What follows belongs to an exercise in optimizing a design on an open flow for small area, a short achievable clock period and few clock cycles; a production flow would make more cautious choices. No functional check of the RTL was part of any run shown here. No activity file was given, so power comes from the tool's default toggle rates.

==> flow/design.v (outline; a module is shown in full before it is edited, if it fits) <==
// module mvm_axil_slave: 105 lines
// module mvm_operand_buffer: 22 lines
// module mvm_engine: 85 lines
// module mvm_dot: 2808 lines
// module mvm_top: 130 lines
// module mvm_accel: 41 lines
module mvm_accel (
  input  wire        clk_main_a0,
  input  wire        rst_main_n_sync,
  input  wire        awvalid,
  input  wire [31:0] awaddr,
  input  wire        wvalid,
  input  wire [31:0] wdata,
  input  wire        bready,
  input  wire        arvalid,
  input  wire [31:0] araddr,
  input  wire        rready,
  output wire        awready,
  output wire        wready,
  output wire        bvalid,
  output wire [1:0]  bresp,
  output wire        arready,
  output wire        rvalid,
  output wire [31:0] rdata,
  output wire [1:0]  rresp
);
  // ...
==> flow/run.sh <==
#!/bin/bash
# synth_recipe.tcl (not shown) runs the flow's synth.tcl, then flattens the netlist and writes it again
# the make line also repeats each setting of config.mk as NAME=value (left out here)
make -C /OpenROAD-flow-scripts/flow DESIGN_CONFIG=/design/flow/config.mk WORK_HOME=/design/flow/orfs CLKGATE_MAP_FILE= SYNTH_SCRIPT=/design/flow/synth_recipe.tcl finish
==> flow/config.mk <==
export PLATFORM = sky130hd
export DESIGN_NAME = mvm_accel
export DESIGN_NICKNAME = mvm_accel
export VERILOG_FILES = /design/flow/design.v
export SDC_FILE = /design/flow/constraint.sdc
export NUM_CORES = 4
export LEC_CHECK = 0
export CAP_MARGIN = 20
export CORE_MARGIN = 2
export CORE_UTILIZATION = 40
export SLEW_MARGIN = 20
==> flow/constraint.sdc <==
create_clock -name core_clock -period 12.0 [get_ports {clk_main_a0}]
set_input_delay 2.4000 -clock core_clock [delete_from_list [all_inputs] [get_ports {clk_main_a0}]]
set_output_delay 2.4000 -clock core_clock [all_outputs]
set_load 0.01 [all_outputs]
==> flow_metrics.env, run 1 <==
export IMPL_drc=0
export IMPL_grt_pass1_vias=39600
export IMPL_whs_path_depth=0
export IMPL_multi_input_area_um2=19600
export IMPL_wl_met2_um=89300
export IMPL_ff2ff_path_depth=10
export IMPL_regArea_um2=54800
export IMPL_grt_busiest_layer="met2"
export IMPL_crit_start="u_top.u_buffer.ring[952]$_DFF_P_"
export IMPL_cts_max_path_buffers=3
export IMPL_portBuffers=139
export IMPL_drv_slew=0
export IMPL_fin_skew_ps=89.4
export IMPL_ys_ff_latch=2623
export IMPL_cts_sinks=2623
export IMPL_r2r_setup_slack_ps=7300
export IMPL_multi_input_cells=2371
export IMPL_path_cells="nand2_1 > fa_1 > inv_1 > fa_1 > fa_1 > inv_1 > fa_1 > inv_1 > fa_1 > fa_1"
export IMPL_grt_met1_usage=0.273
export IMPL_run_status="no timing/DRC/antenna violations"
export IMPL_multi_input_area_share=0.221
export IMPL_rsz0062_at_grt="no"
export IMPL_io_pins=144
export IMPL_vias_per_cell=4.64
export IMPL_fmax_mhz=213
export IMPL_rr_startpoint="u_top.u_buffer.ring[952]$_DFF_P_"
==> inputs of run 2 (changes only) <==
==> flow/flow/run.sh (new file) <==
#!/bin/bash
# The standard layout, with timing repair asked to leave more setup slack
# than the clock period needs, so that it also shortens the paths that
# already meet the period.
set -euo pipefail
bash standard.sh SETUP_SLACK_MARGIN=8 finish > standard_flow.log 2>&1
==> flow/standard.sh (new file) <==
#!/bin/bash
# synth_recipe.tcl (not shown) runs the flow's synth.tcl, then flattens the netlist and writes it again
# the make line also repeats each setting of config.mk as NAME=value (left out here)
make -C /OpenROAD-flow-scripts/flow DESIGN_CONFIG=/design/flow/config.mk WORK_HOME=/design/flow/orfs CLKGATE_MAP_FILE= SYNTH_SCRIPT=/design/flow/synth_recipe.tcl "${@:-finish}"
removed: flow/run.sh
==> run 2 against run 1 <==
Sequential share of layout area down 1.7 points. Design area up 3.0%. Utilization up 1.4 points. Critical path type unchanged. First-iteration DRC count down 4.3%. Die area unchanged. Routed wire length up 2.5%. Highest routed layer unchanged. Worst hold slack worse by 8.2 ps. Largest cell class unchanged.
==> flow_metrics.env, run 2 <==
export IMPL_run_status="no timing/DRC/antenna violations"
export IMPL_critPathBufInv=2
export IMPL_clkPwrFrac=0.433
export IMPL_avgSynthCellArea_um2=14.1
export IMPL_fmax_mhz=236
export IMPL_crit_path_end_kind="register"
export IMPL_final_common_cell="dfxtp_1"
export IMPL_vias_per_cell=4.66
export IMPL_portBuffers=139
export IMPL_intPower_uw=13800
export IMPL_final_nets=6387
export IMPL_cp_top_family="adder cells"
export IMPL_hold_viol_final=0
export IMPL_numCtsBuffers=235
export IMPL_grt_max_degree=76
export IMPL_place_congestion=0.990
export IMPL_p_leak_uw=0.0360
export IMPL_p_comb_frac=0.038
export IMPL_largest_reg_flops=2176
export IMPL_routed_wl_um=205000
export IMPL_drc=0
export IMPL_stdcell_area_um2=91200
export IMPL_clkLatencyLatePin_ps=920
export IMPL_cts_max_path_buffers=3
export IMPL_cap_violations=0
export IMPL_yosys_most_used_dff="dfxtp_1"
export IMPL_grt_pass1_vias=40100
export IMPL_slowest_delay_ps=650
export IMPL_grt_pass1_wl_um=287000
export IMPL_whs_path_depth=0
export IMPL_die_x_um=439
export IMPL_placed_cell_area_um2=80600
export IMPL_cts_tree="built"
export IMPL_synth_top_area_frac=0.632
export IMPL_critical_path_depth=9
export IMPL_drv_slew=0
export IMPL_io_pins=144
export IMPL_cts_sinks=2623
export IMPL_antenna_left=0
export IMPL_yosys_cell_count_top_type="dfxtp_1"
export IMPL_fin_skew_ps=87.3
export IMPL_hpwl_um=141000
export IMPL_num_vias=40200
export IMPL_setup_ws_ps=7770
export IMPL_area_growth_synth_to_final_pct=20.4
export IMPL_drive_above_1_share=0.175
export IMPL_final_cell_mix="2336 x dfxtp_1, 818 x nand2_1, 271 x fa_1"
export IMPL_tightest_slew_ps=1000
export IMPL_ir_drop_mv=0.138
export IMPL_htreeDepth=4
export IMPL_crit_fanout=3
export IMPL_synth_top_area_cell="dfxtp_1"
export IMPL_fin_crit_sh=0.353
export IMPL_finalSetupTns_ps=0
export IMPL_grt_use_total=0.212
export IMPL_required_ps=12820
export IMPL_period_needed_ps=4230
export IMPL_arrival_ps=5060
export IMPL_synth_common_cells="2391 x dfxtp_1, 825 x nand2_1, 344 x fa_1"
export IMPL_yosysWarnings=5
export IMPL_rows=159
export IMPL_seq_area_frac_synth=0.724
export IMPL_reg_top3="u_top.u_buffer.ring: 2176 flops, u_top.u_engine.vcur: 128 flops, u_top.u_engine.vsh: 112 flops"
export IMPL_synthArstFlopShare=0
export IMPL_ff2ff_path_depth=9
export IMPL_critPathSlowestCell="fa_2"
export IMPL_largest_register="u_top.u_buffer.ring"
export IMPL_start_util=0.403
export IMPL_sw_frac_of_total=0.221
export IMPL_synth_edf_count=232
export IMPL_powerDensity_nw_per_um2=195
export IMPL_core_area_um2=188000
export IMPL_cts_root_buf="clkbuf_16"
export IMPL_overflow=0
export IMPL_ys_ff_latch=2623
export IMPL_clkTransAtPathRegs_ps=80
export IMPL_wl_per_cell_um=23.7
export IMPL_synth_distinct_cells=77
export IMPL_cp_start_kind="register"
export IMPL_dieArea_um2=193000
export IMPL_path_cells="and2_4 > fa_2 > inv_2 > fa_1 > fa_1 > fa_1 > fa_2 > inv_2 > fa_2"
export IMPL_crit_type="register to register"
export IMPL_drt_iter0_drc=3086
export IMPL_dp_slack_ps=5760
export IMPL_setup_viol=0
export IMPL_synth_area_leaders="dfxtp_1 63%, edfxtp_1 9.2%, fa_1 9.1%"
export IMPL_syn_inst=5384
export IMPL_seqPwrFrac=0.529
export IMPL_hold_path_class="register to register"
export IMPL_die_y_um=439
export IMPL_p_sw_uw=3930
export IMPL_rsz0062_at_grt="yes"
export IMPL_synth_area_um2=75800
export IMPL_dr_pass1_iters=5
export IMPL_antenna_found_initial=28
export IMPL_max_slew_margin=0.331
==> run 2: cell count changes in the layout (fill, tap and decap cells not counted), moves of 31 or more <==
cell             change
dfxtp_1             -53
fa_2                +73
dfxtp_2             +31
buf_4              +122
buf_12              +32
fa_1                -73
buf_6               +50
and2_1              -31
clkdlybuf4s50_1     -37
and2_4              +31
==> run 2: worst paths after layout <==
check	startpoint	to	slack, ps
max	u_top.u_engine.vcur[3]$_DFFE_PP_	u_top.u_engine.u_dot.q1[19]$_DFF_P_	7770
max reg2reg	u_top.u_engine.vcur[3]$_DFFE_PP_	u_top.u_engine.u_dot.q1[19]$_DFF_P_	7770
min reg2reg	u_top.u_buffer.ring[578]$_DFF_P_	u_top.u_buffer.ring[706]$_DFF_P_	270
min	u_top.u_buffer.ring[578]$_DFF_P_	u_top.u_buffer.ring[706]$_DFF_P_	270
==> run 2: cell type report <==
type / instances / area, um2
clock buffers: 339 / 6920
repair buffers: 391 / 3780
multi-input cells: 2374 / 20000
well taps: 2495 / 3120
clock inverters: 100 / 1320
flip-flops and latches: 2623 / 55000
diodes: 11 / 27.5
inverters: 287 / 1080
fillers: 16200 / 96800
==> run 2: stage by stage <==
step            util  power (uW)  instances  hold slack, ps
6_report       0.485       17800       8620             270
5_1_grt        0.485       18400       8610             261
4_1_cts        0.483       17900       8590             259
3_5_place_dp   0.429       10200       7992             312
3_3_place_gp   0.429       10200       7991             310
2_1_floorplan      -        9860       5387             310
==> run 2: metal layers <==
| layer | global-route usage | part of all wire | up-vias | wire length (um) |
|---|---|---|---|---|
| met4 | 0.111 | 0.056 | 6 | 11500 |
| met1 | 0.281 | 0.43 | 20100 | 87800 |
| met5 | 0 | 0.00020 | - | 41 |
| met2 | 0.321 | 0.44 | 1521 | 89900 |
| met3 | 0.0513 | 0.074 | 423 | 15200 |
| li1 | - | - | 18100 | - |
==> run 2: cells by family after synthesis <==
kind of cell | share of synthesized area
compound gates | 0.0169
xor+xnor | 0.0332
fa+ha+maj | 0.0955
buf+inv | 0.0197
flops | 0.724
mux | 0.0291
other cells | 0.0000495
simple gates | 0.0820
==> run 2: repair_timing <==
item / CTS / global route
gates resized for setup: 351 / 98
hold buffers: 0 / 0
gates cloned: 3 / 1
setup endpoints to repair: 148 / 159
setup buffers: 156 / 18
pin swaps: 56 / 72
==> run 2: worst register-to-register path, delay by kind of cell, from the launching register on <==
kind	cells	cell delay, ps
flops	1	560
fa+ha+maj	6	3290
simple gates	1	230
buf+inv	2	100
==> run 2: power by group through the flow <==
stage / Sequential, uW / Clock, uW / Combinational (uW)
global placement: 9580 / 0 / 655
global route: 9410 / 8210 / 752
CTS: 9390 / 7840 / 678
detailed placement: 9580 / 0 / 666
floorplan: 9460 / 0 / 394
finish: 9390 / 7680 / 678

-- static timing again, ports no longer ideal --
How much do the figures lean on ideal ports? The routed layouts below were timed once more, with nothing changed but the port constraints.
Step 1 sets driving cells, clkbuf_16 on the clock port and buf_2 on the other inputs (assumed; they add their load-dependent delay and slew).
Step 2 moves the port delays by t, midway between the first and last clock arrival at a register: inputs arrive t later, outputs are due t later. That takes back most of the time a late clock gives input paths.
a / b / c = no drivers / after step 1 / after step 2; a / b = the first two.
run	t, ns	setup WS [ns]	worst setup path at the end	worst data-port slew with drivers (ns)
run 1	0.935	7.298 / 7.298 / 6.556	input to register	0.06
run 2	0.956	7.769 / 7.769 / 7.158	input to register	0.10
After both steps every run listed still meets setup and hold. The setup slack of run 1, which loses most, moves by 0.000 ns with the drivers and by -0.742 ns with both steps.
